From an optimization exercise on the open Yosys and OpenROAD flow, aimed at small area; shortcuts taken in it are not production practice. The RTL was checked by simulation tests, not by an equivalence proof against the original design.

==> flow/design.v, too long to show whole: its modules and the start of the top module <==
// module gXor: 3 lines
// module gXnor: 3 lines
// module gNand: 3 lines
// module gNor: 3 lines
// module gNand2b: 3 lines
// module gMux2i: 3 lines
// module gO21ai: 3 lines
// module gSel3: 8 lines
// module gSel5: 10 lines
// module gSel4: 9 lines
// module aesSbox: 147 lines
// module aesRoundDatapath: 695 lines
// module aesTop: 100 lines
module aesTop (
	input logic clock,
	input logic reset,
	input logic start,
	input aesTypesPkg::aesBlock plainText,
	input aesTypesPkg::aesBlock key,
	output aesTypesPkg::aesBlock cipherText,
	output logic done
);
  // ...
==> flow/flow/run.sh <==
#!/bin/bash
# The standard layout, with each port buffered by the smallest buffer cell and
# a clock tree of small buffers without dummy loads.
set -euo pipefail
export BUFFER_PORTS_ARGS="-buffer_cell sky130_fd_sc_hd__buf_1"
export CTS_ARGS="-sink_clustering_enable -repair_clock_nets -buf_list {sky130_fd_sc_hd__clkbuf_4 sky130_fd_sc_hd__clkbuf_8} -root_buf sky130_fd_sc_hd__clkbuf_8 -sink_clustering_size 14 -sink_clustering_max_diameter 60 -dont_use_dummy_load"
bash standard.sh > std_flow.log 2>&1
==> flow/standard.sh <==
#!/bin/bash
# synth_recipe.tcl (not shown) runs the flow's synth.tcl, then flattens the netlist and writes it again
# the make line also repeats each setting of config.mk as NAME=value (left out here)
make -C /OpenROAD-flow-scripts/flow DESIGN_CONFIG=/design/flow/config.mk WORK_HOME=/design/flow/orfs CLKGATE_MAP_FILE= SYNTH_SCRIPT=/design/flow/synth_recipe.tcl "${@:-finish}"
==> flow/config.mk <==
export PLATFORM = sky130hd
export DESIGN_NAME = aesTop
export DESIGN_NICKNAME = aesTop
export VERILOG_FILES = /design/flow/design.v
export SDC_FILE = /design/flow/constraint.sdc
export NUM_CORES = 4
export LEC_CHECK = 0
export CAP_MARGIN = 20
export CORE_MARGIN = 2
export CORE_UTILIZATION = 50
export SLEW_MARGIN = 20
export SYNTH_HIERARCHICAL = 1
export SYNTH_MINIMUM_KEEP_SIZE = 0
==> flow/constraint.sdc <==
create_clock -name core_clock -period 25.0 [get_ports {clock}]
set_input_delay 5.0000 -clock core_clock [delete_from_list [all_inputs] [get_ports {clock}]]
set_output_delay 5.0000 -clock core_clock [all_outputs]
set_load 0.01 [all_outputs]
==> impl_metrics.tcl, run 1 <==
set metrics [dict create \
    finClkSkew_ns 0.0571 \
    critPathLaunchType "input port" \
    htreeDepth 1 \
    yosys_warnings 7 \
    pin_count 388 \
    top_layer "met5" \
    critPathCapture "ks[103]" \
    grt_pass1_vias 9097 \
    largestClassByArea "multi-input combinational cells" \
    gr-usage-met3_pct 5.25 \
    dr_total_vias 10109 \
    drt_iter0_drc 1186 \
    final_common_cell "buf_1" \
    setup_violations 0 \
    rr_endpoint "st[2]" \
    cts_tree "built" \
    area_delta_synth_final_pct 18.5 \
    drive_gt1_share_pct 2.52 \
    path_class "input port to flip-flop" \
    crit_cells 6 \
    fillers 2198 \
    avgSynthCellArea_um2 10.1 \
    ant_nets 0 \
    root_buffer "clkbuf_8" \
    cp_common_cell "buf_4" \
    grtUsageMet1_pct 33.2 \
    fin_crit_sh_pct 29.8 \
    post_dp_cell_area_um2 13300 \
    status "timing/DRC/antenna clean" \
]
==> module aesTop, before the edit <==
module aesTop (
	input logic clock,
	input logic reset,
	input logic start,
	input aesTypesPkg::aesBlock plainText,
	input aesTypesPkg::aesBlock key,
	output aesTypesPkg::aesBlock cipherText,
	output logic done
);
	logic busy;
	logic [8:0] q;                  
	logic [3:0] rnd, cnt;
	logic ph;
	logic [127:0] st;               
	logic [127:0] ks;               
	logic [127:0] stD, ksD;
	logic [127:0] ptRm, keyRm;
	logic ld, isSB, isA, isFinal, lastPass;
	logic useBn, gAn, mix, sh, isSBx;
	logic [3:0] rotId, run, hold;
	logic [7:0] rcon, rcTn;
	assign rnd = q[8:5];
	assign ph = q[4];
	assign cnt = q[3:0];
	assign ld = start & ~busy;
	assign isSB = busy & ~ph;
	assign isA = busy & ph;
	assign isSBx = ~ph;             
	assign isFinal = rnd[3] & rnd[1] & rnd[0];
	assign lastPass = busy & (q == 9'd367);
	always_ff @(posedge clock or posedge reset) begin
		if (reset) begin
			busy <= 1'b0;
			done <= 1'b0;
		end else if (ld) begin
			busy <= 1'b1;
			done <= 1'b0;
		end else if (lastPass) begin
			busy <= 1'b0;
			done <= 1'b1;
		end
	end
	always_ff @(posedge clock) begin
		if (busy)
			q <= q + 9'd1;
		else
			q <= 9'd32;
	end
	assign rcon = {
		rnd == 4'd8,
		rnd == 4'd7,
		(rnd == 4'd6) | (rnd == 4'd10),
		(rnd == 4'd5) | (rnd == 4'd9) | (rnd == 4'd10),
		(rnd == 4'd4) | (rnd == 4'd9),
		(rnd == 4'd3) | (rnd == 4'd10),
		(rnd == 4'd2) | (rnd == 4'd9) | (rnd == 4'd10),
		(rnd == 4'd1) | (rnd == 4'd9)};
	assign useBn = ~(isSBx & (rnd[3:1] != 3'd0) & (cnt[1:0] != 2'd0));
	assign gAn = ~(ph & (cnt[1:0] == 2'd0));
	assign rcTn = ~((ph & (cnt == 4'd0)) ? rcon : 8'h00);
	assign sh = isSB;
	assign mix = isA & ~(rnd[3] & rnd[1] & ~rnd[0]) & ~cnt[3] & (cnt[2] ^ (cnt[1] & cnt[0]));
	always_comb begin
		for (int r = 0; r < 4; r++) begin
			rotId[r] = isA & (cnt < 4'(r));
			run[r] = sh | rotId[r] | mix;
			hold[r] = ~(ld | run[r]);
		end
	end
	always_comb begin
		for (int i = 0; i < 16; i++) begin
			ptRm[127 - 8*((i % 4)*4 + i / 4) -: 8] = plainText[127 - 8*i -: 8];
			keyRm[127 - 8*((i % 4)*4 + i / 4) -: 8] = key[127 - 8*i -: 8];
			cipherText[127 - 8*i -: 8] = st[127 - 8*((i % 4)*4 + i / 4) -: 8];
		end
	end
	aesRoundDatapath uDatapath (
		.st(st),
		.ks(ks),
		.ptRm(ptRm),
		.keyRm(keyRm),
		.ld(ld),
		.sh(sh),
		.run(run),
		.rotId(rotId),
		.hold(hold),
		.mix(mix),
		.useBn(useBn),
		.isSB(isSBx),
		.isFinal(isFinal),
		.gAn(gAn),
		.rcTn(rcTn),
		.stD(stD),
		.ksD(ksD)
	);
	always_ff @(posedge clock) begin
		st <= stD;
		ks <= ksD;
	end
endmodule
==> run 2, diff against run 1 <==
--- a/flow/design.v
+++ b/flow/design.v
@@ -18,16 +18,19 @@
 	assign y = ~(a | b);
 endmodule
 module gNand2b (input logic an, input logic b, output logic y);
 	assign y = ~(~an & b);
 endmodule
 module gMux2i (input logic s, input logic a0, input logic a1, output logic y);
 	assign y = ~(s ? a1 : a0);
 endmodule
+module gO22ai (input logic a1, input logic a2, input logic b1, input logic b2, output logic y);
+	assign y = ~((a1 | a2) & (b1 | b2));
+endmodule
 module gO21ai (input logic a1, input logic a2, input logic b1, output logic y);
 	assign y = ~((a1 | a2) & b1);
 endmodule
 module gSel3 (
 	input logic a1, input logic a2,
 	input logic b1, input logic b2,
 	input logic c1, input logic c2,
 	output logic y
@@ -201,24 +204,30 @@
 	assign outByteN = {S0, S1, S2, S3, S4, S5, S6, S7};
 endmodule
 module aesRoundDatapath (
 	input logic [127:0] st,       
 	input logic [127:0] ks,       
 	input logic [127:0] ptRm,     
 	input logic [127:0] keyRm,    
 	input logic ld,
-	input logic sh,               
+	input logic ldn,              
+	input logic sh,
+	input logic shn,              
+	input logic mixn,             
+	input logic hold0n,           
 	input logic [3:0] run,        
 	input logic [3:0] rotId,      
 	input logic [3:0] hold,       
 	input logic mix,              
 	input logic useBn,            
 	input logic isSB,
+	input logic isSBn,
 	input logic isFinal,
+	input logic isFinaln,
 	input logic gAn,              
 	input logic [7:0] rcTn,       
 	output logic [127:0] stD,
 	output logic [127:0] ksD
 );
 	logic [7:0] a0, a1, a2, a3;
 	logic [7:0] u0, u1, u2, u3;
 	logic [7:0] m0, m1, m2, m3;
@@ -384,33 +393,33 @@
 	gXnor uXN_0 (.a(s0[0]), .b(newKey[0]), .y(xn[0]));
 	gXnor uXN_1 (.a(s0[1]), .b(newKey[1]), .y(xn[1]));
 	gXnor uXN_2 (.a(s0[2]), .b(newKey[2]), .y(xn[2]));
 	gXnor uXN_3 (.a(s0[3]), .b(newKey[3]), .y(xn[3]));
 	gXnor uXN_4 (.a(s0[4]), .b(newKey[4]), .y(xn[4]));
 	gXnor uXN_5 (.a(s0[5]), .b(newKey[5]), .y(xn[5]));
 	gXnor uXN_6 (.a(s0[6]), .b(newKey[6]), .y(xn[6]));
 	gXnor uXN_7 (.a(s0[7]), .b(newKey[7]), .y(xn[7]));
-	gMux2i uSI_0 (.s(isSB), .a0(c7[0]), .a1(xn[0]), .y(sbIn[0]));
-	gMux2i uSI_1 (.s(isSB), .a0(c7[1]), .a1(xn[1]), .y(sbIn[1]));
-	gMux2i uSI_2 (.s(isSB), .a0(c7[2]), .a1(xn[2]), .y(sbIn[2]));
-	gMux2i uSI_3 (.s(isSB), .a0(c7[3]), .a1(xn[3]), .y(sbIn[3]));
-	gMux2i uSI_4 (.s(isSB), .a0(c7[4]), .a1(xn[4]), .y(sbIn[4]));
-	gMux2i uSI_5 (.s(isSB), .a0(c7[5]), .a1(xn[5]), .y(sbIn[5]));
-	gMux2i uSI_6 (.s(isSB), .a0(c7[6]), .a1(xn[6]), .y(sbIn[6]));
-	gMux2i uSI_7 (.s(isSB), .a0(c7[7]), .a1(xn[7]), .y(sbIn[7]));
+	gO22ai uSI_0 (.a1(isSB), .a2(c7[0]), .b1(isSBn), .b2(xn[0]), .y(sbIn[0]));
+	gO22ai uSI_1 (.a1(isSB), .a2(c7[1]), .b1(isSBn), .b2(xn[1]), .y(sbIn[1]));
+	gO22ai uSI_2 (.a1(isSB), .a2(c7[2]), .b1(isSBn), .b2(xn[2]), .y(sbIn[2]));
+	gO22ai uSI_3 (.a1(isSB), .a2(c7[3]), .b1(isSBn), .b2(xn[3]), .y(sbIn[3]));
+	gO22ai uSI_4 (.a1(isSB), .a2(c7[4]), .b1(isSBn), .b2(xn[4]), .y(sbIn[4]));
+	gO22ai uSI_5 (.a1(isSB), .a2(c7[5]), .b1(isSBn), .b2(xn[5]), .y(sbIn[5]));
+	gO22ai uSI_6 (.a1(isSB), .a2(c7[6]), .b1(isSBn), .b2(xn[6]), .y(sbIn[6]));
+	gO22ai uSI_7 (.a1(isSB), .a2(c7[7]), .b1(isSBn), .b2(xn[7]), .y(sbIn[7]));
 	aesSbox uSbox (.inByte(sbIn), .outByteN(sbOutN));
-	gMux2i uTI_0 (.s(isFinal), .a0(sbOutN[0]), .a1(xn[0]), .y(tailIn[0]));
-	gMux2i uTI_1 (.s(isFinal), .a0(sbOutN[1]), .a1(xn[1]), .y(tailIn[1]));
-	gMux2i uTI_2 (.s(isFinal), .a0(sbOutN[2]), .a1(xn[2]), .y(tailIn[2]));
-	gMux2i uTI_3 (.s(isFinal), .a0(sbOutN[3]), .a1(xn[3]), .y(tailIn[3]));
-	gMux2i uTI_4 (.s(isFinal), .a0(sbOutN[4]), .a1(xn[4]), .y(tailIn[4]));
-	gMux2i uTI_5 (.s(isFinal), .a0(sbOutN[5]), .a1(xn[5]), .y(tailIn[5]));
-	gMux2i uTI_6 (.s(isFinal), .a0(sbOutN[6]), .a1(xn[6]), .y(tailIn[6]));
-	gMux2i uTI_7 (.s(isFinal), .a0(sbOutN[7]), .a1(xn[7]), .y(tailIn[7]));
+	gO22ai uTI_0 (.a1(isFinal), .a2(sbOutN[0]), .b1(isFinaln), .b2(xn[0]), .y(tailIn[0]));
+	gO22ai uTI_1 (.a1(isFinal), .a2(sbOutN[1]), .b1(isFinaln), .b2(xn[1]), .y(tailIn[1]));
+	gO22ai uTI_2 (.a1(isFinal), .a2(sbOutN[2]), .b1(isFinaln), .b2(xn[2]), .y(tailIn[2]));
+	gO22ai uTI_3 (.a1(isFinal), .a2(sbOutN[3]), .b1(isFinaln), .b2(xn[3]), .y(tailIn[3]));
+	gO22ai uTI_4 (.a1(isFinal), .a2(sbOutN[4]), .b1(isFinaln), .b2(xn[4]), .y(tailIn[4]));
+	gO22ai uTI_5 (.a1(isFinal), .a2(sbOutN[5]), .b1(isFinaln), .b2(xn[5]), .y(tailIn[5]));
+	gO22ai uTI_6 (.a1(isFinal), .a2(sbOutN[6]), .b1(isFinaln), .b2(xn[6]), .y(tailIn[6]));
+	gO22ai uTI_7 (.a1(isFinal), .a2(sbOutN[7]), .b1(isFinaln), .b2(xn[7]), .y(tailIn[7]));
 	gNor uGA_0 (.a(gAn), .b(sbOutN[0]), .y(sg[0]));
 	gNor uGA_1 (.a(gAn), .b(sbOutN[1]), .y(sg[1]));
 	gNor uGA_2 (.a(gAn), .b(sbOutN[2]), .y(sg[2]));
 	gNor uGA_3 (.a(gAn), .b(sbOutN[3]), .y(sg[3]));
 	gNor uGA_4 (.a(gAn), .b(sbOutN[4]), .y(sg[4]));
 	gNor uGA_5 (.a(gAn), .b(sbOutN[5]), .y(sg[5]));
 	gNor uGA_6 (.a(gAn), .b(sbOutN[6]), .y(sg[6]));
 	gNor uGA_7 (.a(gAn), .b(sbOutN[7]), .y(sg[7]));
@@ -441,24 +450,24 @@
 	gO21ai uK0_4 (.a1(ld), .a2(kin0[4]), .b1(kn0[4]), .y(kq0[4]));
 	gO21ai uK0_5 (.a1(ld), .a2(kin0[5]), .b1(kn0[5]), .y(kq0[5]));
 	gO21ai uK0_6 (.a1(ld), .a2(kin0[6]), .b1(kn0[6]), .y(kq0[6]));
 	gO21ai uK0_7 (.a1(ld), .a2(kin0[7]), .b1(kn0[7]), .y(kq0[7]));
 	assign ksD[127 -: 8] = kq0;
 	logic [7:0] kin1, kld1, kq1;
 	assign kld1 = keyRm[119 -: 8];
 	assign kin1 = ks[111 -: 8];
-	gMux2i uK1_0 (.s(ld), .a0(kin1[0]), .a1(kld1[0]), .y(kq1[0]));
-	gMux2i uK1_1 (.s(ld), .a0(kin1[1]), .a1(kld1[1]), .y(kq1[1]));
-	gMux2i uK1_2 (.s(ld), .a0(kin1[2]), .a1(kld1[2]), .y(kq1[2]));
-	gMux2i uK1_3 (.s(ld), .a0(kin1[3]), .a1(kld1[3]), .y(kq1[3]));
-	gMux2i uK1_4 (.s(ld), .a0(kin1[4]), .a1(kld1[4]), .y(kq1[4]));
-	gMux2i uK1_5 (.s(ld), .a0(kin1[5]), .a1(kld1[5]), .y(kq1[5]));
-	gMux2i uK1_6 (.s(ld), .a0(kin1[6]), .a1(kld1[6]), .y(kq1[6]));
-	gMux2i uK1_7 (.s(ld), .a0(kin1[7]), .a1(kld1[7]), .y(kq1[7]));
+	gO22ai uK1_0 (.a1(ld), .a2(kin1[0]), .b1(ldn), .b2(kld1[0]), .y(kq1[0]));
+	gO22ai uK1_1 (.a1(ld), .a2(kin1[1]), .b1(ldn), .b2(kld1[1]), .y(kq1[1]));
+	gO22ai uK1_2 (.a1(ld), .a2(kin1[2]), .b1(ldn), .b2(kld1[2]), .y(kq1[2]));
+	gO22ai uK1_3 (.a1(ld), .a2(kin1[3]), .b1(ldn), .b2(kld1[3]), .y(kq1[3]));
+	gO22ai uK1_4 (.a1(ld), .a2(kin1[4]), .b1(ldn), .b2(kld1[4]), .y(kq1[4]));
+	gO22ai uK1_5 (.a1(ld), .a2(kin1[5]), .b1(ldn), .b2(kld1[5]), .y(kq1[5]));
+	gO22ai uK1_6 (.a1(ld), .a2(kin1[6]), .b1(ldn), .b2(kld1[6]), .y(kq1[6]));
+	gO22ai uK1_7 (.a1(ld), .a2(kin1[7]), .b1(ldn), .b2(kld1[7]), .y(kq1[7]));
 	assign ksD[119 -: 8] = kq1;
 	logic [7:0] kin2, kld2, kq2;
 	assign kld2 = keyRm[111 -: 8];
 	assign kin2 = ks[103 -: 8];
 	logic [7:0] kn2;
 	gNand uKN2_0 (.a(ld), .b(kld2[0]), .y(kn2[0]));
 	gNand uKN2_1 (.a(ld), .b(kld2[1]), .y(kn2[1]));
 	gNand uKN2_2 (.a(ld), .b(kld2[2]), .y(kn2[2]));
@@ -474,24 +483,24 @@
 	gO21ai uK2_4 (.a1(ld), .a2(kin2[4]), .b1(kn2[4]), .y(kq2[4]));
 	gO21ai uK2_5 (.a1(ld), .a2(kin2[5]), .b1(kn2[5]), .y(kq2[5]));
 	gO21ai uK2_6 (.a1(ld), .a2(kin2[6]), .b1(kn2[6]), .y(kq2[6]));
 	gO21ai uK2_7 (.a1(ld), .a2(kin2[7]), .b1(kn2[7]), .y(kq2[7]));
 	assign ksD[111 -: 8] = kq2;
 	logic [7:0] kin3, kld3, kq3;
 	assign kld3 = keyRm[103 -: 8];
 	assign kin3 = ks[95 -: 8];
-	gMux2i uK3_0 (.s(ld), .a0(kin3[0]), .a1(kld3[0]), .y(kq3[0]));
-	gMux2i uK3_1 (.s(ld), .a0(kin3[1]), .a1(kld3[1]), .y(kq3[1]));
-	gMux2i uK3_2 (.s(ld), .a0(kin3[2]), .a1(kld3[2]), .y(kq3[2]));
-	gMux2i uK3_3 (.s(ld), .a0(kin3[3]), .a1(kld3[3]), .y(kq3[3]));
-	gMux2i uK3_4 (.s(ld), .a0(kin3[4]), .a1(kld3[4]), .y(kq3[4]));
-	gMux2i uK3_5 (.s(ld), .a0(kin3[5]), .a1(kld3[5]), .y(kq3[5]));
-	gMux2i uK3_6 (.s(ld), .a0(kin3[6]), .a1(kld3[6]), .y(kq3[6]));
-	gMux2i uK3_7 (.s(ld), .a0(kin3[7]), .a1(kld3[7]), .y(kq3[7]));
+	gO22ai uK3_0 (.a1(ld), .a2(kin3[0]), .b1(ldn), .b2(kld3[0]), .y(kq3[0]));
+	gO22ai uK3_1 (.a1(ld), .a2(kin3[1]), .b1(ldn), .b2(kld3[1]), .y(kq3[1]));
+	gO22ai uK3_2 (.a1(ld), .a2(kin3[2]), .b1(ldn), .b2(kld3[2]), .y(kq3[2]));
+	gO22ai uK3_3 (.a1(ld), .a2(kin3[3]), .b1(ldn), .b2(kld3[3]), .y(kq3[3]));
+	gO22ai uK3_4 (.a1(ld), .a2(kin3[4]), .b1(ldn), .b2(kld3[4]), .y(kq3[4]));
+	gO22ai uK3_5 (.a1(ld), .a2(kin3[5]), .b1(ldn), .b2(kld3[5]), .y(kq3[5]));
+	gO22ai uK3_6 (.a1(ld), .a2(kin3[6]), .b1(ldn), .b2(kld3[6]), .y(kq3[6]));
+	gO22ai uK3_7 (.a1(ld), .a2(kin3[7]), .b1(ldn), .b2(kld3[7]), .y(kq3[7]));
 	assign ksD[103 -: 8] = kq3;
 	logic [7:0] kin4, kld4, kq4;
 	assign kld4 = keyRm[95 -: 8];
 	assign kin4 = ks[87 -: 8];
 	logic [7:0] kn4;
 	gNand uKN4_0 (.a(ld), .b(kld4[0]), .y(kn4[0]));
 	gNand uKN4_1 (.a(ld), .b(kld4[1]), .y(kn4[1]));
 	gNand uKN4_2 (.a(ld), .b(kld4[2]), .y(kn4[2]));
@@ -507,24 +516,24 @@
 	gO21ai uK4_4 (.a1(ld), .a2(kin4[4]), .b1(kn4[4]), .y(kq4[4]));
 	gO21ai uK4_5 (.a1(ld), .a2(kin4[5]), .b1(kn4[5]), .y(kq4[5]));
 	gO21ai uK4_6 (.a1(ld), .a2(kin4[6]), .b1(kn4[6]), .y(kq4[6]));
 	gO21ai uK4_7 (.a1(ld), .a2(kin4[7]), .b1(kn4[7]), .y(kq4[7]));
 	assign ksD[95 -: 8] = kq4;
 	logic [7:0] kin5, kld5, kq5;
 	assign kld5 = keyRm[87 -: 8];
 	assign kin5 = ks[79 -: 8];
-	gMux2i uK5_0 (.s(ld), .a0(kin5[0]), .a1(kld5[0]), .y(kq5[0]));
-	gMux2i uK5_1 (.s(ld), .a0(kin5[1]), .a1(kld5[1]), .y(kq5[1]));
-	gMux2i uK5_2 (.s(ld), .a0(kin5[2]), .a1(kld5[2]), .y(kq5[2]));
-	gMux2i uK5_3 (.s(ld), .a0(kin5[3]), .a1(kld5[3]), .y(kq5[3]));
-	gMux2i uK5_4 (.s(ld), .a0(kin5[4]), .a1(kld5[4]), .y(kq5[4]));
-	gMux2i uK5_5 (.s(ld), .a0(kin5[5]), .a1(kld5[5]), .y(kq5[5]));
-	gMux2i uK5_6 (.s(ld), .a0(kin5[6]), .a1(kld5[6]), .y(kq5[6]));
-	gMux2i uK5_7 (.s(ld), .a0(kin5[7]), .a1(kld5[7]), .y(kq5[7]));
+	gO22ai uK5_0 (.a1(ld), .a2(kin5[0]), .b1(ldn), .b2(kld5[0]), .y(kq5[0]));
+	gO22ai uK5_1 (.a1(ld), .a2(kin5[1]), .b1(ldn), .b2(kld5[1]), .y(kq5[1]));
+	gO22ai uK5_2 (.a1(ld), .a2(kin5[2]), .b1(ldn), .b2(kld5[2]), .y(kq5[2]));
+	gO22ai uK5_3 (.a1(ld), .a2(kin5[3]), .b1(ldn), .b2(kld5[3]), .y(kq5[3]));
+	gO22ai uK5_4 (.a1(ld), .a2(kin5[4]), .b1(ldn), .b2(kld5[4]), .y(kq5[4]));
+	gO22ai uK5_5 (.a1(ld), .a2(kin5[5]), .b1(ldn), .b2(kld5[5]), .y(kq5[5]));
+	gO22ai uK5_6 (.a1(ld), .a2(kin5[6]), .b1(ldn), .b2(kld5[6]), .y(kq5[6]));
+	gO22ai uK5_7 (.a1(ld), .a2(kin5[7]), .b1(ldn), .b2(kld5[7]), .y(kq5[7]));
 	assign ksD[87 -: 8] = kq5;
 	logic [7:0] kin6, kld6, kq6;
 	assign kld6 = keyRm[79 -: 8];
 	assign kin6 = ks[71 -: 8];
 	logic [7:0] kn6;
 	gNand uKN6_0 (.a(ld), .b(kld6[0]), .y(kn6[0]));
 	gNand uKN6_1 (.a(ld), .b(kld6[1]), .y(kn6[1]));
 	gNand uKN6_2 (.a(ld), .b(kld6[2]), .y(kn6[2]));
@@ -540,24 +549,24 @@
 	gO21ai uK6_4 (.a1(ld), .a2(kin6[4]), .b1(kn6[4]), .y(kq6[4]));
 	gO21ai uK6_5 (.a1(ld), .a2(kin6[5]), .b1(kn6[5]), .y(kq6[5]));
 	gO21ai uK6_6 (.a1(ld), .a2(kin6[6]), .b1(kn6[6]), .y(kq6[6]));
 	gO21ai uK6_7 (.a1(ld), .a2(kin6[7]), .b1(kn6[7]), .y(kq6[7]));
 	assign ksD[79 -: 8] = kq6;
 	logic [7:0] kin7, kld7, kq7;
 	assign kld7 = keyRm[71 -: 8];
 	assign kin7 = ks[63 -: 8];
-	gMux2i uK7_0 (.s(ld), .a0(kin7[0]), .a1(kld7[0]), .y(kq7[0]));
-	gMux2i uK7_1 (.s(ld), .a0(kin7[1]), .a1(kld7[1]), .y(kq7[1]));
-	gMux2i uK7_2 (.s(ld), .a0(kin7[2]), .a1(kld7[2]), .y(kq7[2]));
-	gMux2i uK7_3 (.s(ld), .a0(kin7[3]), .a1(kld7[3]), .y(kq7[3]));
-	gMux2i uK7_4 (.s(ld), .a0(kin7[4]), .a1(kld7[4]), .y(kq7[4]));
-	gMux2i uK7_5 (.s(ld), .a0(kin7[5]), .a1(kld7[5]), .y(kq7[5]));
-	gMux2i uK7_6 (.s(ld), .a0(kin7[6]), .a1(kld7[6]), .y(kq7[6]));
-	gMux2i uK7_7 (.s(ld), .a0(kin7[7]), .a1(kld7[7]), .y(kq7[7]));
+	gO22ai uK7_0 (.a1(ld), .a2(kin7[0]), .b1(ldn), .b2(kld7[0]), .y(kq7[0]));
+	gO22ai uK7_1 (.a1(ld), .a2(kin7[1]), .b1(ldn), .b2(kld7[1]), .y(kq7[1]));
+	gO22ai uK7_2 (.a1(ld), .a2(kin7[2]), .b1(ldn), .b2(kld7[2]), .y(kq7[2]));
+	gO22ai uK7_3 (.a1(ld), .a2(kin7[3]), .b1(ldn), .b2(kld7[3]), .y(kq7[3]));
+	gO22ai uK7_4 (.a1(ld), .a2(kin7[4]), .b1(ldn), .b2(kld7[4]), .y(kq7[4]));
+	gO22ai uK7_5 (.a1(ld), .a2(kin7[5]), .b1(ldn), .b2(kld7[5]), .y(kq7[5]));
+	gO22ai uK7_6 (.a1(ld), .a2(kin7[6]), .b1(ldn), .b2(kld7[6]), .y(kq7[6]));
+	gO22ai uK7_7 (.a1(ld), .a2(kin7[7]), .b1(ldn), .b2(kld7[7]), .y(kq7[7]));
 	assign ksD[71 -: 8] = kq7;
 	logic [7:0] kin8, kld8, kq8;
 	assign kld8 = keyRm[63 -: 8];
 	assign kin8 = ks[55 -: 8];
 	logic [7:0] kn8;
 	gNand uKN8_0 (.a(ld), .b(kld8[0]), .y(kn8[0]));
 	gNand uKN8_1 (.a(ld), .b(kld8[1]), .y(kn8[1]));
 	gNand uKN8_2 (.a(ld), .b(kld8[2]), .y(kn8[2]));
@@ -573,24 +582,24 @@
 	gO21ai uK8_4 (.a1(ld), .a2(kin8[4]), .b1(kn8[4]), .y(kq8[4]));
 	gO21ai uK8_5 (.a1(ld), .a2(kin8[5]), .b1(kn8[5]), .y(kq8[5]));
 	gO21ai uK8_6 (.a1(ld), .a2(kin8[6]), .b1(kn8[6]), .y(kq8[6]));
 	gO21ai uK8_7 (.a1(ld), .a2(kin8[7]), .b1(kn8[7]), .y(kq8[7]));
 	assign ksD[63 -: 8] = kq8;
 	logic [7:0] kin9, kld9, kq9;
 	assign kld9 = keyRm[55 -: 8];
 	assign kin9 = ks[47 -: 8];
-	gMux2i uK9_0 (.s(ld), .a0(kin9[0]), .a1(kld9[0]), .y(kq9[0]));
-	gMux2i uK9_1 (.s(ld), .a0(kin9[1]), .a1(kld9[1]), .y(kq9[1]));
-	gMux2i uK9_2 (.s(ld), .a0(kin9[2]), .a1(kld9[2]), .y(kq9[2]));
-	gMux2i uK9_3 (.s(ld), .a0(kin9[3]), .a1(kld9[3]), .y(kq9[3]));
-	gMux2i uK9_4 (.s(ld), .a0(kin9[4]), .a1(kld9[4]), .y(kq9[4]));
-	gMux2i uK9_5 (.s(ld), .a0(kin9[5]), .a1(kld9[5]), .y(kq9[5]));
-	gMux2i uK9_6 (.s(ld), .a0(kin9[6]), .a1(kld9[6]), .y(kq9[6]));
-	gMux2i uK9_7 (.s(ld), .a0(kin9[7]), .a1(kld9[7]), .y(kq9[7]));
+	gO22ai uK9_0 (.a1(ld), .a2(kin9[0]), .b1(ldn), .b2(kld9[0]), .y(kq9[0]));
+	gO22ai uK9_1 (.a1(ld), .a2(kin9[1]), .b1(ldn), .b2(kld9[1]), .y(kq9[1]));
+	gO22ai uK9_2 (.a1(ld), .a2(kin9[2]), .b1(ldn), .b2(kld9[2]), .y(kq9[2]));
+	gO22ai uK9_3 (.a1(ld), .a2(kin9[3]), .b1(ldn), .b2(kld9[3]), .y(kq9[3]));
+	gO22ai uK9_4 (.a1(ld), .a2(kin9[4]), .b1(ldn), .b2(kld9[4]), .y(kq9[4]));
+	gO22ai uK9_5 (.a1(ld), .a2(kin9[5]), .b1(ldn), .b2(kld9[5]), .y(kq9[5]));
+	gO22ai uK9_6 (.a1(ld), .a2(kin9[6]), .b1(ldn), .b2(kld9[6]), .y(kq9[6]));
+	gO22ai uK9_7 (.a1(ld), .a2(kin9[7]), .b1(ldn), .b2(kld9[7]), .y(kq9[7]));
 	assign ksD[55 -: 8] = kq9;
 	logic [7:0] kin10, kld10, kq10;
 	assign kld10 = keyRm[47 -: 8];
 	assign kin10 = ks[39 -: 8];
 	logic [7:0] kn10;
 	gNand uKN10_0 (.a(ld), .b(kld10[0]), .y(kn10[0]));
 	gNand uKN10_1 (.a(ld), .b(kld10[1]), .y(kn10[1]));
 	gNand uKN10_2 (.a(ld), .b(kld10[2]), .y(kn10[2]));
@@ -606,24 +615,24 @@
 	gO21ai uK10_4 (.a1(ld), .a2(kin10[4]), .b1(kn10[4]), .y(kq10[4]));
 	gO21ai uK10_5 (.a1(ld), .a2(kin10[5]), .b1(kn10[5]), .y(kq10[5]));
 	gO21ai uK10_6 (.a1(ld), .a2(kin10[6]), .b1(kn10[6]), .y(kq10[6]));
 	gO21ai uK10_7 (.a1(ld), .a2(kin10[7]), .b1(kn10[7]), .y(kq10[7]));
 	assign ksD[47 -: 8] = kq10;
 	logic [7:0] kin11, kld11, kq11;
 	assign kld11 = keyRm[39 -: 8];
 	assign kin11 = ks[31 -: 8];
-	gMux2i uK11_0 (.s(ld), .a0(kin11[0]), .a1(kld11[0]), .y(kq11[0]));
-	gMux2i uK11_1 (.s(ld), .a0(kin11[1]), .a1(kld11[1]), .y(kq11[1]));
-	gMux2i uK11_2 (.s(ld), .a0(kin11[2]), .a1(kld11[2]), .y(kq11[2]));
-	gMux2i uK11_3 (.s(ld), .a0(kin11[3]), .a1(kld11[3]), .y(kq11[3]));
-	gMux2i uK11_4 (.s(ld), .a0(kin11[4]), .a1(kld11[4]), .y(kq11[4]));
-	gMux2i uK11_5 (.s(ld), .a0(kin11[5]), .a1(kld11[5]), .y(kq11[5]));
-	gMux2i uK11_6 (.s(ld), .a0(kin11[6]), .a1(kld11[6]), .y(kq11[6]));
-	gMux2i uK11_7 (.s(ld), .a0(kin11[7]), .a1(kld11[7]), .y(kq11[7]));
+	gO22ai uK11_0 (.a1(ld), .a2(kin11[0]), .b1(ldn), .b2(kld11[0]), .y(kq11[0]));
+	gO22ai uK11_1 (.a1(ld), .a2(kin11[1]), .b1(ldn), .b2(kld11[1]), .y(kq11[1]));
+	gO22ai uK11_2 (.a1(ld), .a2(kin11[2]), .b1(ldn), .b2(kld11[2]), .y(kq11[2]));
+	gO22ai uK11_3 (.a1(ld), .a2(kin11[3]), .b1(ldn), .b2(kld11[3]), .y(kq11[3]));
+	gO22ai uK11_4 (.a1(ld), .a2(kin11[4]), .b1(ldn), .b2(kld11[4]), .y(kq11[4]));
+	gO22ai uK11_5 (.a1(ld), .a2(kin11[5]), .b1(ldn), .b2(kld11[5]), .y(kq11[5]));
+	gO22ai uK11_6 (.a1(ld), .a2(kin11[6]), .b1(ldn), .b2(kld11[6]), .y(kq11[6]));
+	gO22ai uK11_7 (.a1(ld), .a2(kin11[7]), .b1(ldn), .b2(kld11[7]), .y(kq11[7]));
 	assign ksD[39 -: 8] = kq11;
 	logic [7:0] kin12, kld12, kq12;
 	assign kld12 = keyRm[31 -: 8];
 	assign kin12 = ks[23 -: 8];
 	logic [7:0] kn12;
 	gNand uKN12_0 (.a(ld), .b(kld12[0]), .y(kn12[0]));
 	gNand uKN12_1 (.a(ld), .b(kld12[1]), .y(kn12[1]));
 	gNand uKN12_2 (.a(ld), .b(kld12[2]), .y(kn12[2]));
@@ -639,24 +648,24 @@
 	gO21ai uK12_4 (.a1(ld), .a2(kin12[4]), .b1(kn12[4]), .y(kq12[4]));
 	gO21ai uK12_5 (.a1(ld), .a2(kin12[5]), .b1(kn12[5]), .y(kq12[5]));
 	gO21ai uK12_6 (.a1(ld), .a2(kin12[6]), .b1(kn12[6]), .y(kq12[6]));
 	gO21ai uK12_7 (.a1(ld), .a2(kin12[7]), .b1(kn12[7]), .y(kq12[7]));
 	assign ksD[31 -: 8] = kq12;
 	logic [7:0] kin13, kld13, kq13;
 	assign kld13 = keyRm[23 -: 8];
 	assign kin13 = ks[15 -: 8];
-	gMux2i uK13_0 (.s(ld), .a0(kin13[0]), .a1(kld13[0]), .y(kq13[0]));
-	gMux2i uK13_1 (.s(ld), .a0(kin13[1]), .a1(kld13[1]), .y(kq13[1]));
-	gMux2i uK13_2 (.s(ld), .a0(kin13[2]), .a1(kld13[2]), .y(kq13[2]));
-	gMux2i uK13_3 (.s(ld), .a0(kin13[3]), .a1(kld13[3]), .y(kq13[3]));
-	gMux2i uK13_4 (.s(ld), .a0(kin13[4]), .a1(kld13[4]), .y(kq13[4]));
-	gMux2i uK13_5 (.s(ld), .a0(kin13[5]), .a1(kld13[5]), .y(kq13[5]));
-	gMux2i uK13_6 (.s(ld), .a0(kin13[6]), .a1(kld13[6]), .y(kq13[6]));
-	gMux2i uK13_7 (.s(ld), .a0(kin13[7]), .a1(kld13[7]), .y(kq13[7]));
+	gO22ai uK13_0 (.a1(ld), .a2(kin13[0]), .b1(ldn), .b2(kld13[0]), .y(kq13[0]));
+	gO22ai uK13_1 (.a1(ld), .a2(kin13[1]), .b1(ldn), .b2(kld13[1]), .y(kq13[1]));
+	gO22ai uK13_2 (.a1(ld), .a2(kin13[2]), .b1(ldn), .b2(kld13[2]), .y(kq13[2]));
+	gO22ai uK13_3 (.a1(ld), .a2(kin13[3]), .b1(ldn), .b2(kld13[3]), .y(kq13[3]));
+	gO22ai uK13_4 (.a1(ld), .a2(kin13[4]), .b1(ldn), .b2(kld13[4]), .y(kq13[4]));
+	gO22ai uK13_5 (.a1(ld), .a2(kin13[5]), .b1(ldn), .b2(kld13[5]), .y(kq13[5]));
+	gO22ai uK13_6 (.a1(ld), .a2(kin13[6]), .b1(ldn), .b2(kld13[6]), .y(kq13[6]));
+	gO22ai uK13_7 (.a1(ld), .a2(kin13[7]), .b1(ldn), .b2(kld13[7]), .y(kq13[7]));
 	assign ksD[23 -: 8] = kq13;
 	logic [7:0] kin14, kld14, kq14;
 	assign kld14 = keyRm[15 -: 8];
 	assign kin14 = ks[7 -: 8];
 	logic [7:0] kn14;
 	gNand uKN14_0 (.a(ld), .b(kld14[0]), .y(kn14[0]));
 	gNand uKN14_1 (.a(ld), .b(kld14[1]), .y(kn14[1]));
 	gNand uKN14_2 (.a(ld), .b(kld14[2]), .y(kn14[2]));
@@ -672,24 +681,24 @@
 	gO21ai uK14_4 (.a1(ld), .a2(kin14[4]), .b1(kn14[4]), .y(kq14[4]));
 	gO21ai uK14_5 (.a1(ld), .a2(kin14[5]), .b1(kn14[5]), .y(kq14[5]));
 	gO21ai uK14_6 (.a1(ld), .a2(kin14[6]), .b1(kn14[6]), .y(kq14[6]));
 	gO21ai uK14_7 (.a1(ld), .a2(kin14[7]), .b1(kn14[7]), .y(kq14[7]));
 	assign ksD[15 -: 8] = kq14;
 	logic [7:0] kin15, kld15, kq15;
 	assign kld15 = keyRm[7 -: 8];
 	assign kin15 = keyTail;
-	gMux2i uK15_0 (.s(ld), .a0(kin15[0]), .a1(kld15[0]), .y(kq15[0]));
-	gMux2i uK15_1 (.s(ld), .a0(kin15[1]), .a1(kld15[1]), .y(kq15[1]));
-	gMux2i uK15_2 (.s(ld), .a0(kin15[2]), .a1(kld15[2]), .y(kq15[2]));
-	gMux2i uK15_3 (.s(ld), .a0(kin15[3]), .a1(kld15[3]), .y(kq15[3]));
-	gMux2i uK15_4 (.s(ld), .a0(kin15[4]), .a1(kld15[4]), .y(kq15[4]));
-	gMux2i uK15_5 (.s(ld), .a0(kin15[5]), .a1(kld15[5]), .y(kq15[5]));
-	gMux2i uK15_6 (.s(ld), .a0(kin15[6]), .a1(kld15[6]), .y(kq15[6]));
-	gMux2i uK15_7 (.s(ld), .a0(kin15[7]), .a1(kld15[7]), .y(kq15[7]));
+	gO22ai uK15_0 (.a1(ld), .a2(kin15[0]), .b1(ldn), .b2(kld15[0]), .y(kq15[0]));
+	gO22ai uK15_1 (.a1(ld), .a2(kin15[1]), .b1(ldn), .b2(kld15[1]), .y(kq15[1]));
+	gO22ai uK15_2 (.a1(ld), .a2(kin15[2]), .b1(ldn), .b2(kld15[2]), .y(kq15[2]));
+	gO22ai uK15_3 (.a1(ld), .a2(kin15[3]), .b1(ldn), .b2(kld15[3]), .y(kq15[3]));
+	gO22ai uK15_4 (.a1(ld), .a2(kin15[4]), .b1(ldn), .b2(kld15[4]), .y(kq15[4]));
+	gO22ai uK15_5 (.a1(ld), .a2(kin15[5]), .b1(ldn), .b2(kld15[5]), .y(kq15[5]));
+	gO22ai uK15_6 (.a1(ld), .a2(kin15[6]), .b1(ldn), .b2(kld15[6]), .y(kq15[6]));
+	gO22ai uK15_7 (.a1(ld), .a2(kin15[7]), .b1(ldn), .b2(kld15[7]), .y(kq15[7]));
 	assign ksD[7 -: 8] = kq15;
 	logic [7:0] sq0, sld0, scur0, snext0;
 	assign sld0 = ptRm[127 -: 8];
 	assign scur0 = st[127 -: 8];
 	assign snext0 = st[119 -: 8];
 	gSel3 uS0_0 (.a1(ld), .a2(sld0[0]), .b1(run[0]), .b2(snext0[0]), .c1(hold[0]), .c2(scur0[0]), .y(sq0[0]));
 	gSel3 uS0_1 (.a1(ld), .a2(sld0[1]), .b1(run[0]), .b2(snext0[1]), .c1(hold[0]), .c2(scur0[1]), .y(sq0[1]));
 	gSel3 uS0_2 (.a1(ld), .a2(sld0[2]), .b1(run[0]), .b2(snext0[2]), .c1(hold[0]), .c2(scur0[2]), .y(sq0[2]));
@@ -724,24 +733,41 @@
 	gSel3 uS2_5 (.a1(ld), .a2(sld2[5]), .b1(run[0]), .b2(snext2[5]), .c1(hold[0]), .c2(scur2[5]), .y(sq2[5]));
 	gSel3 uS2_6 (.a1(ld), .a2(sld2[6]), .b1(run[0]), .b2(snext2[6]), .c1(hold[0]), .c2(scur2[6]), .y(sq2[6]));
 	gSel3 uS2_7 (.a1(ld), .a2(sld2[7]), .b1(run[0]), .b2(snext2[7]), .c1(hold[0]), .c2(scur2[7]), .y(sq2[7]));
 	assign stD[111 -: 8] = sq2;
 	logic [7:0] sq3, sld3, scur3, snext3;
 	assign sld3 = ptRm[103 -: 8];
 	assign scur3 = st[103 -: 8];
 	assign snext3 = st[95 -: 8];
-	gSel4 uS3_0 (.a1(ld), .a2(sld3[0]), .b1(sh), .b2(snext3[0]), .c1(mix), .c2(m0[0]), .d1(hold[0]), .d2(scur3[0]), .y(sq3[0]));
-	gSel4 uS3_1 (.a1(ld), .a2(sld3[1]), .b1(sh), .b2(snext3[1]), .c1(mix), .c2(m0[1]), .d1(hold[0]), .d2(scur3[1]), .y(sq3[1]));
-	gSel4 uS3_2 (.a1(ld), .a2(sld3[2]), .b1(sh), .b2(snext3[2]), .c1(mix), .c2(m0[2]), .d1(hold[0]), .d2(scur3[2]), .y(sq3[2]));
-	gSel4 uS3_3 (.a1(ld), .a2(sld3[3]), .b1(sh), .b2(snext3[3]), .c1(mix), .c2(m0[3]), .d1(hold[0]), .d2(scur3[3]), .y(sq3[3]));
-	gSel4 uS3_4 (.a1(ld), .a2(sld3[4]), .b1(sh), .b2(snext3[4]), .c1(mix), .c2(m0[4]), .d1(hold[0]), .d2(scur3[4]), .y(sq3[4]));
-	gSel4 uS3_5 (.a1(ld), .a2(sld3[5]), .b1(sh), .b2(snext3[5]), .c1(mix), .c2(m0[5]), .d1(hold[0]), .d2(scur3[5]), .y(sq3[5]));
-	gSel4 uS3_6 (.a1(ld), .a2(sld3[6]), .b1(sh), .b2(snext3[6]), .c1(mix), .c2(m0[6]), .d1(hold[0]), .d2(scur3[6]), .y(sq3[6]));
-	gSel4 uS3_7 (.a1(ld), .a2(sld3[7]), .b1(sh), .b2(snext3[7]), .c1(mix), .c2(m0[7]), .d1(hold[0]), .d2(scur3[7]), .y(sq3[7]));
+	logic [7:0] sp3, sr3;
+	gO22ai uSP3_0 (.a1(ldn), .a2(sld3[0]), .b1(shn), .b2(snext3[0]), .y(sp3[0]));
+	gO22ai uSP3_1 (.a1(ldn), .a2(sld3[1]), .b1(shn), .b2(snext3[1]), .y(sp3[1]));
+	gO22ai uSP3_2 (.a1(ldn), .a2(sld3[2]), .b1(shn), .b2(snext3[2]), .y(sp3[2]));
+	gO22ai uSP3_3 (.a1(ldn), .a2(sld3[3]), .b1(shn), .b2(snext3[3]), .y(sp3[3]));
+	gO22ai uSP3_4 (.a1(ldn), .a2(sld3[4]), .b1(shn), .b2(snext3[4]), .y(sp3[4]));
+	gO22ai uSP3_5 (.a1(ldn), .a2(sld3[5]), .b1(shn), .b2(snext3[5]), .y(sp3[5]));
+	gO22ai uSP3_6 (.a1(ldn), .a2(sld3[6]), .b1(shn), .b2(snext3[6]), .y(sp3[6]));
+	gO22ai uSP3_7 (.a1(ldn), .a2(sld3[7]), .b1(shn), .b2(snext3[7]), .y(sp3[7]));
+	gO22ai uSR3_0 (.a1(mixn), .a2(m0[0]), .b1(hold0n), .b2(scur3[0]), .y(sr3[0]));
+	gO22ai uSR3_1 (.a1(mixn), .a2(m0[1]), .b1(hold0n), .b2(scur3[1]), .y(sr3[1]));
+	gO22ai uSR3_2 (.a1(mixn), .a2(m0[2]), .b1(hold0n), .b2(scur3[2]), .y(sr3[2]));
+	gO22ai uSR3_3 (.a1(mixn), .a2(m0[3]), .b1(hold0n), .b2(scur3[3]), .y(sr3[3]));
+	gO22ai uSR3_4 (.a1(mixn), .a2(m0[4]), .b1(hold0n), .b2(scur3[4]), .y(sr3[4]));
+	gO22ai uSR3_5 (.a1(mixn), .a2(m0[5]), .b1(hold0n), .b2(scur3[5]), .y(sr3[5]));
+	gO22ai uSR3_6 (.a1(mixn), .a2(m0[6]), .b1(hold0n), .b2(scur3[6]), .y(sr3[6]));
+	gO22ai uSR3_7 (.a1(mixn), .a2(m0[7]), .b1(hold0n), .b2(scur3[7]), .y(sr3[7]));
+	gNor uS3_0 (.a(sp3[0]), .b(sr3[0]), .y(sq3[0]));
+	gNor uS3_1 (.a(sp3[1]), .b(sr3[1]), .y(sq3[1]));
+	gNor uS3_2 (.a(sp3[2]), .b(sr3[2]), .y(sq3[2]));
+	gNor uS3_3 (.a(sp3[3]), .b(sr3[3]), .y(sq3[3]));
+	gNor uS3_4 (.a(sp3[4]), .b(sr3[4]), .y(sq3[4]));
+	gNor uS3_5 (.a(sp3[5]), .b(sr3[5]), .y(sq3[5]));
+	gNor uS3_6 (.a(sp3[6]), .b(sr3[6]), .y(sq3[6]));
+	gNor uS3_7 (.a(sp3[7]), .b(sr3[7]), .y(sq3[7]));
 	assign stD[103 -: 8] = sq3;
 	logic [7:0] sq4, sld4, scur4, snext4;
 	assign sld4 = ptRm[95 -: 8];
 	assign scur4 = st[95 -: 8];
 	assign snext4 = st[87 -: 8];
 	gSel3 uS4_0 (.a1(ld), .a2(sld4[0]), .b1(run[1]), .b2(snext4[0]), .c1(hold[1]), .c2(scur4[0]), .y(sq4[0]));
 	gSel3 uS4_1 (.a1(ld), .a2(sld4[1]), .b1(run[1]), .b2(snext4[1]), .c1(hold[1]), .c2(scur4[1]), .y(sq4[1]));
 	gSel3 uS4_2 (.a1(ld), .a2(sld4[2]), .b1(run[1]), .b2(snext4[2]), .c1(hold[1]), .c2(scur4[2]), .y(sq4[2]));
@@ -972,24 +998,30 @@
 		end
 	end
 	aesRoundDatapath uDatapath (
 		.st(st),
 		.ks(ks),
 		.ptRm(ptRm),
 		.keyRm(keyRm),
 		.ld(ld),
+		.ldn(~ld),
 		.sh(sh),
+		.shn(~sh),
+		.mixn(~mix),
+		.hold0n(~hold[0]),
 		.run(run),
 		.rotId(rotId),
 		.hold(hold),
 		.mix(mix),
 		.useBn(useBn),
 		.isSB(isSBx),
+		.isSBn(~isSBx),
 		.isFinal(isFinal),
+		.isFinaln(~isFinal),
 		.gAn(gAn),
 		.rcTn(rcTn),
 		.stD(stD),
 		.ksD(ksD)
 	);
 	always_ff @(posedge clock) begin
 		st <= stD;
 		ks <= ksD;
==> flow/flow/run.sh (replaced) <==
#!/bin/bash
# The standard layout, with each port buffered by the smallest buffer cell and
# a clock tree of small buffers without dummy loads.
set -euo pipefail
export BUFFER_PORTS_ARGS="-buffer_cell sky130_fd_sc_hd__buf_1"
export CTS_ARGS="-sink_clustering_enable -repair_clock_nets -buf_list {sky130_fd_sc_hd__clkbuf_4 sky130_fd_sc_hd__clkbuf_8} -root_buf sky130_fd_sc_hd__clkbuf_8 -sink_clustering_size 17 -sink_clustering_max_diameter 60 -dont_use_dummy_load"
bash standard.sh > std_flow.log 2>&1
==> flow/config.mk (replaced) <==
export PLATFORM = sky130hd
export DESIGN_NAME = aesTop
export DESIGN_NICKNAME = aesTop
export VERILOG_FILES = /design/flow/design.v
export SDC_FILE = /design/flow/constraint.sdc
export NUM_CORES = 4
export LEC_CHECK = 0
export CAP_MARGIN = 5
export CORE_MARGIN = 2
export CORE_UTILIZATION = 50
export SLEW_MARGIN = 5
export SYNTH_HIERARCHICAL = 1
export SYNTH_MINIMUM_KEEP_SIZE = 0
==> run 2 against run 1 <==
Net effect:
- fmax down 6.0%
- global-route usage up 3.1 points
- register-to-register slack worse by 0.42 ns
- design area down 2.1%
- synthesized cell count up 0.35%
==> impl_metrics.tcl, run 2 <==
set metrics [dict create \
    timing.reg2reg.setup_slack_ns 17.14 \
    grt_pass1_wl_um 55000 \
    clock_sinks 267 \
    drt_iter0_drc 1261 \
    wirelength_um 35500 \
    hold_buffers 0 \
    setup_violations 0 \
    hpwl_um 25700 \
    port_buffers 387 \
    drc 0 \
    cp-startpoint "start" \
    clk_latency_ns 0.55 \
    hold_path_class "flip-flop to flip-flop" \
    wire_per_inst_um 19.4 \
    ant_nets 0 \
    pin_count 388 \
    slew_headroom_pct 25.5 \
    worstReg2RegStart "q[4]" \
    finalMaxSlewViolations 0 \
    clk_path_buf_depth 3 \
    grt_max_degree 126 \
    cp.arrival_ns 8.42 \
    grt_overflow 0 \
    path_class "input port to flip-flop" \
    setup_slack_ns 17.08 \
    top_regs "ks: 128 flops, st: 128 flops, q: 9 flops" \
    status "timing/DRC/antenna clean" \
    fmaxAchievable_mhz 126 \
    initial_utilization_pct 51.4 \
    setup_tns_ns 0 \
    postCtsSetupRepairBufs 0 \
    hold_depth 1 \
    final_common_cell "buf_1" \
    grt_setup_unrepaired "false" \
    layout.nets 1810 \
    dr.pass1.iters 7 \
    worst_pin_slew_ns 1.12 \
    coreArea_um2 22000 \
    track_usage_pct 28.9 \
    die_w_um 154 \
    fin_hold_ws_ns 0.363 \
    syn_area_um2 11300 \
    cts_made_buffers 21 \
    post_dp_cell_area_um2 13100 \
    cap_violations 0 \
    path_clk_slew_ns 0.10 \
    postSynthNetCount 1409 \
    yosys_warnings 7 \
    die-area_um2 23800 \
    fin_crit_sh_pct 31.7 \
    pre_cts_slack_ns 16.47 \
    critPathLaunchType "input port" \
    cp-end-kind "flip-flop" \
    globalplace.congestion 0.930 \
    critPathCapture "st[10]" \
    fin_area_um2 13400 \
    root_buffer "clkbuf_8" \
    area_delta_synth_final_pct 18.4 \
    post_drt_via_cell_ratio 5.68 \
    antenna_found_initial 0 \
    num_rows 54 \
    r2r_cells 26 \
    rr_endpoint "ks[2]" \
    final_hold_viol_count 0 \
    htreeDepth 1 \
    finClkSkew_ns 0.0411 \
    cts_tree "built" \
    avgSynthCellArea_um2 9.84 \
    cp.required_ns 25.50 \
    ctsResizeCount 0 \
    grt_pass1_vias 10001 \
    dr_total_vias 10378 \
    cp_max_fo 125 \
    layout_common_cells "buf_1, dfxtp_1, xor2_1" \
    die_height_um 154 \
    fin_crit_ns 7.92 \
    drive_gt1_share_pct 2.65 \
    syn_inst 1147 \
]
## run 2: worst min-delay path by stage
stage	start	end	slack, ns
3_5_place_dp	ks[54]	ks[62]	0.40
3_3_place_gp	ks[83]	ks[91]	0.39
2_1_floorplan	ks[96]	ks[104]	0.39
5_1_grt	ks[54]	ks[62]	0.38
6_report	ks[16]	ks[24]	0.36
4_1_cts	ks[16]	ks[24]	0.36
## run 2: layout make-up
cell class / count / area [µm²]
well taps: 280 / 350
diodes: 2 / 5.00
multi-input cells: 756 / 5430
clock buffers: 21 / 289
flip-flops and latches: 267 / 5360
repair buffers: 396 / 1520
fillers: 2065 / 8600
inverters: 106 / 405
## run 2: metal layers
metal / share of wire (%) / up-vias / GRT usage (%)
li1: - / 5003 / -
met1: 43 / 4863 / 38.8
met2: 46 / 464 / 48.3
met3: 8.5 / 48 / 5.16
met4: 2.3 / 0 / 7.97
met5: 0 / - / 0
## run 2: metrics by stage
stage / utilization (%) / std cells
after floorplan: - / 1147
after global placement: 59.5 / 1805
after detailed placement: 59.5 / 1805
after CTS: 60.8 / 1826
after global routing: 60.8 / 1826
final: 60.8 / 1828
## run 2: worst max-delay path, stage by stage
cell and delay [ns]:
buf_1 0.14, nand2b_4 0.52, inv_8 0.72, buf_4 0.96
buf_4 0.68, a222oi_1 0.23, inv_1 0.09
==> run 3, diff against run 2 <==
==> flow/flow/run.sh (replaced) <==
#!/bin/bash
# The standard layout, with each port buffered by the smallest buffer cell and
# a clock tree of small buffers without dummy loads.
set -euo pipefail
export BUFFER_PORTS_ARGS="-buffer_cell sky130_fd_sc_hd__buf_1"
export CTS_ARGS="-sink_clustering_enable -repair_clock_nets -buf_list {sky130_fd_sc_hd__clkbuf_4 sky130_fd_sc_hd__clkbuf_8} -root_buf sky130_fd_sc_hd__clkbuf_8 -sink_clustering_size 14 -sink_clustering_max_diameter 60 -dont_use_dummy_load"
bash standard.sh > std_flow.log 2>&1
--- a/flow/config.mk
+++ b/flow/config.mk
@@ -7,6 +7,6 @@
 export LEC_CHECK = 0
-export CAP_MARGIN = 5
+export CAP_MARGIN = 20
 export CORE_MARGIN = 2
 export CORE_UTILIZATION = 50
-export SLEW_MARGIN = 5
+export SLEW_MARGIN = 20
 export SYNTH_HIERARCHICAL = 1
==> run 3 against run 2 <==
Net effect:
- highest routed layer unchanged
- largest cell class unchanged
- design area increased by 0.44%
- register-to-register slack worse by 0.02 ns
- wire length grew 0.23%
- die area unchanged
- cell count is 0.22% higher
==> impl_metrics.tcl, run 3 <==
set metrics [dict create \
    layout_common_cells "buf_1, dfxtp_1, xor2_1" \
    root_buffer "clkbuf_8" \
    dr_total_vias 10413 \
    postSynthNetCount 1409 \
    drt_iter0_drc 1245 \
    cp_common_cell "xor2_1" \
    worst_path_max_delay_cell "dfxtp_1" \
    grt_overflow 0 \
    path_clk_slew_ns 0.10 \
    port_buffers 387 \
    grt_pass1_wl_um 55100 \
    yosys_warnings 7 \
    grt_setup_unrepaired "false" \
    layout.nets 1814 \
    die_height_um 154 \
    fin_crit_ns 7.88 \
    critPathCapture "ks[2]" \
    globalplace.congestion 0.930 \
    finClkSkew_ns 0.0433 \
    cp_max_fo 16 \
    crit_cells 26 \
    post_dp_cell_area_um2 13100 \
    syn_inst 1147 \
    cp-startpoint "q[4]" \
    grt_max_degree 126 \
    ctsResizeCount 0 \
    track_usage_pct 29.0 \
    timing.reg2reg.setup_slack_ns 17.12 \
    die-area_um2 23800 \
    cp.required_ns 25.45 \
    cpLargestDelayFamily "XOR/XNOR gates" \
    hold_path_class "flip-flop to flip-flop" \
    cts_tree "built" \
    fin_crit_sh_pct 31.5 \
    final_hold_viol_count 0 \
    setup_tns_ns 0 \
    setup_violations 0 \
    clk_path_buf_depth 3 \
    critPathLaunchType "flip-flop" \
    top_regs "ks: 128 flops, st: 128 flops, q: 9 flops" \
    grt_pass1_vias 10042 \
    path_class "flip-flop to flip-flop" \
    initial_utilization_pct 51.4 \
    clk_latency_ns 0.55 \
    rr_endpoint "ks[2]" \
    clock_sinks 267 \
    syn_area_um2 11300 \
    fmaxAchievable_mhz 127 \
    htreeDepth 1 \
    fin_hold_ws_ns 0.350 \
    wirelength_um 35500 \
    post_drt_via_cell_ratio 5.68 \
    r2r_cells 26 \
    slowest_delay_ns 0.74 \
    final_common_cell "buf_1" \
    drive_gt1_share_pct 2.90 \
    worstReg2RegStart "q[4]" \
    slew_headroom_pct 33.1 \
    cp.arrival_ns 8.33 \
    die_w_um 154 \
    hold_buffers 0 \
    postCtsSetupRepairBufs 0 \
    cp-end-kind "flip-flop" \
    coreArea_um2 22000 \
    dr.pass1.iters 7 \
    fin_area_um2 13400 \
    cts_made_buffers 25 \
    pin_count 388 \
    fillers 2060 \
    cap_violations 0 \
    num_rows 54 \
    avgSynthCellArea_um2 9.84 \
    wire_per_inst_um 19.4 \
    crit_buf_inv 0 \
    hpwl_um 25700 \
    drc 0 \
    area_delta_synth_final_pct 18.9 \
    status "timing/DRC/antenna clean" \
    ant_nets 0 \
    finalMaxSlewViolations 0 \
    antenna_found_initial 0 \
    worst_pin_slew_ns 1.00 \
]
-- run 3: routing by layer --
| layer | wire, µm | global-route usage [%] |
|---|---|---|
| met3 | 3100 | 5.66 |
| met4 | 834 | 8.46 |
| met1 | 15100 | 38.8 |
| met5 | 0 | 0 |
| met2 | 16500 | 48.0 |
-- run 3: per-stage QoR --
stage / util [%] / instances / worst slack (ns)
4_1_cts: 61.1 / 1830 / 17.06
5_1_grt: 61.1 / 1830 / 16.42
2_1_floorplan: - / 1147 / 13.26
3_5_place_dp: 59.5 / 1805 / 16.47
6_report: 61.1 / 1832 / 17.12
3_3_place_gp: 59.5 / 1805 / 16.50
-- run 3: area by class of cell --
type	instances	area [µm²]	share of cell area, %
Inverter	106	405	3.02
Sequential cell	267	5360	39.9
Antenna cell	2	5.00	0.0373
Multi-Input combinational cell	756	5430	40.5
Clock buffer	25	344	2.56
Timing Repair Buffer	396	1520	11.4
Tap cell	280	350	2.61
-- run 3: worst min path at each step --
stage	depth (start not counted)	start	end
5_1_grt	1	ks[16]	ks[24]
2_1_floorplan	1	ks[96]	ks[104]
6_report	1	ks[16]	ks[24]
3_3_place_gp	1	ks[83]	ks[91]
4_1_cts	1	ks[16]	ks[24]
3_5_place_dp	1	ks[54]	ks[62]
-- run 3: worst reg2reg max path, stage by stage (launching register included) --
cell and delay (ns):
dfxtp_1 0.74, nand2_1 0.41, nor4_2 0.40, nand3_1 0.15, o21ai_1 0.13, xor2_1 0.27
xnor2_1 0.15, o22ai_1 0.43, xor2_1 0.48, xor2_1 0.53, xor2_1 0.34, nand2_1 0.11
xnor2_1 0.27, xnor2_1 0.17, xor2_1 0.39, xnor2_1 0.20, nor2_1 0.17, xor2_1 0.41
xnor2_1 0.25, nand2_1 0.20, xnor2_1 0.26, xor2_1 0.43, xor2_1 0.21, xor2_1 0.22
nor2_1 0.10, xor2_1 0.17, o22ai_1 0.20

-- static timing again, ports no longer ideal --
How much do the figures lean on ideal ports? The routed layouts below were timed once more, with nothing changed but the port constraints. Step 1, drivers: a clkbuf_16 drives clock and a buf_2 each remaining input, both assumed. Step 2 times the ports against the registers' clock, not the clock port: input delays grow and output delays shrink by t, the midpoint of the rising clock arrivals with the driver on. Three values: ideal, step 1, step 2; two values: the first two.
run | t (ns) | setup slack, ns | worst hold slack (ns)
run 1 | 0.589 | 17.552 / 17.547 / 16.958 | 0.391 / 0.391 / 0.391
run 2 | 0.577 | 17.076 / 17.089 / 16.512 | 0.363 / 0.363 / 0.363
run 3 | 0.583 | 17.121 / 17.121 / 16.773 | 0.350 / 0.350 / 0.350
After both steps every run listed still meets setup and hold. The setup slack of run 1, which loses most, moves by -0.005 ns with the drivers and by -0.594 ns with both steps.
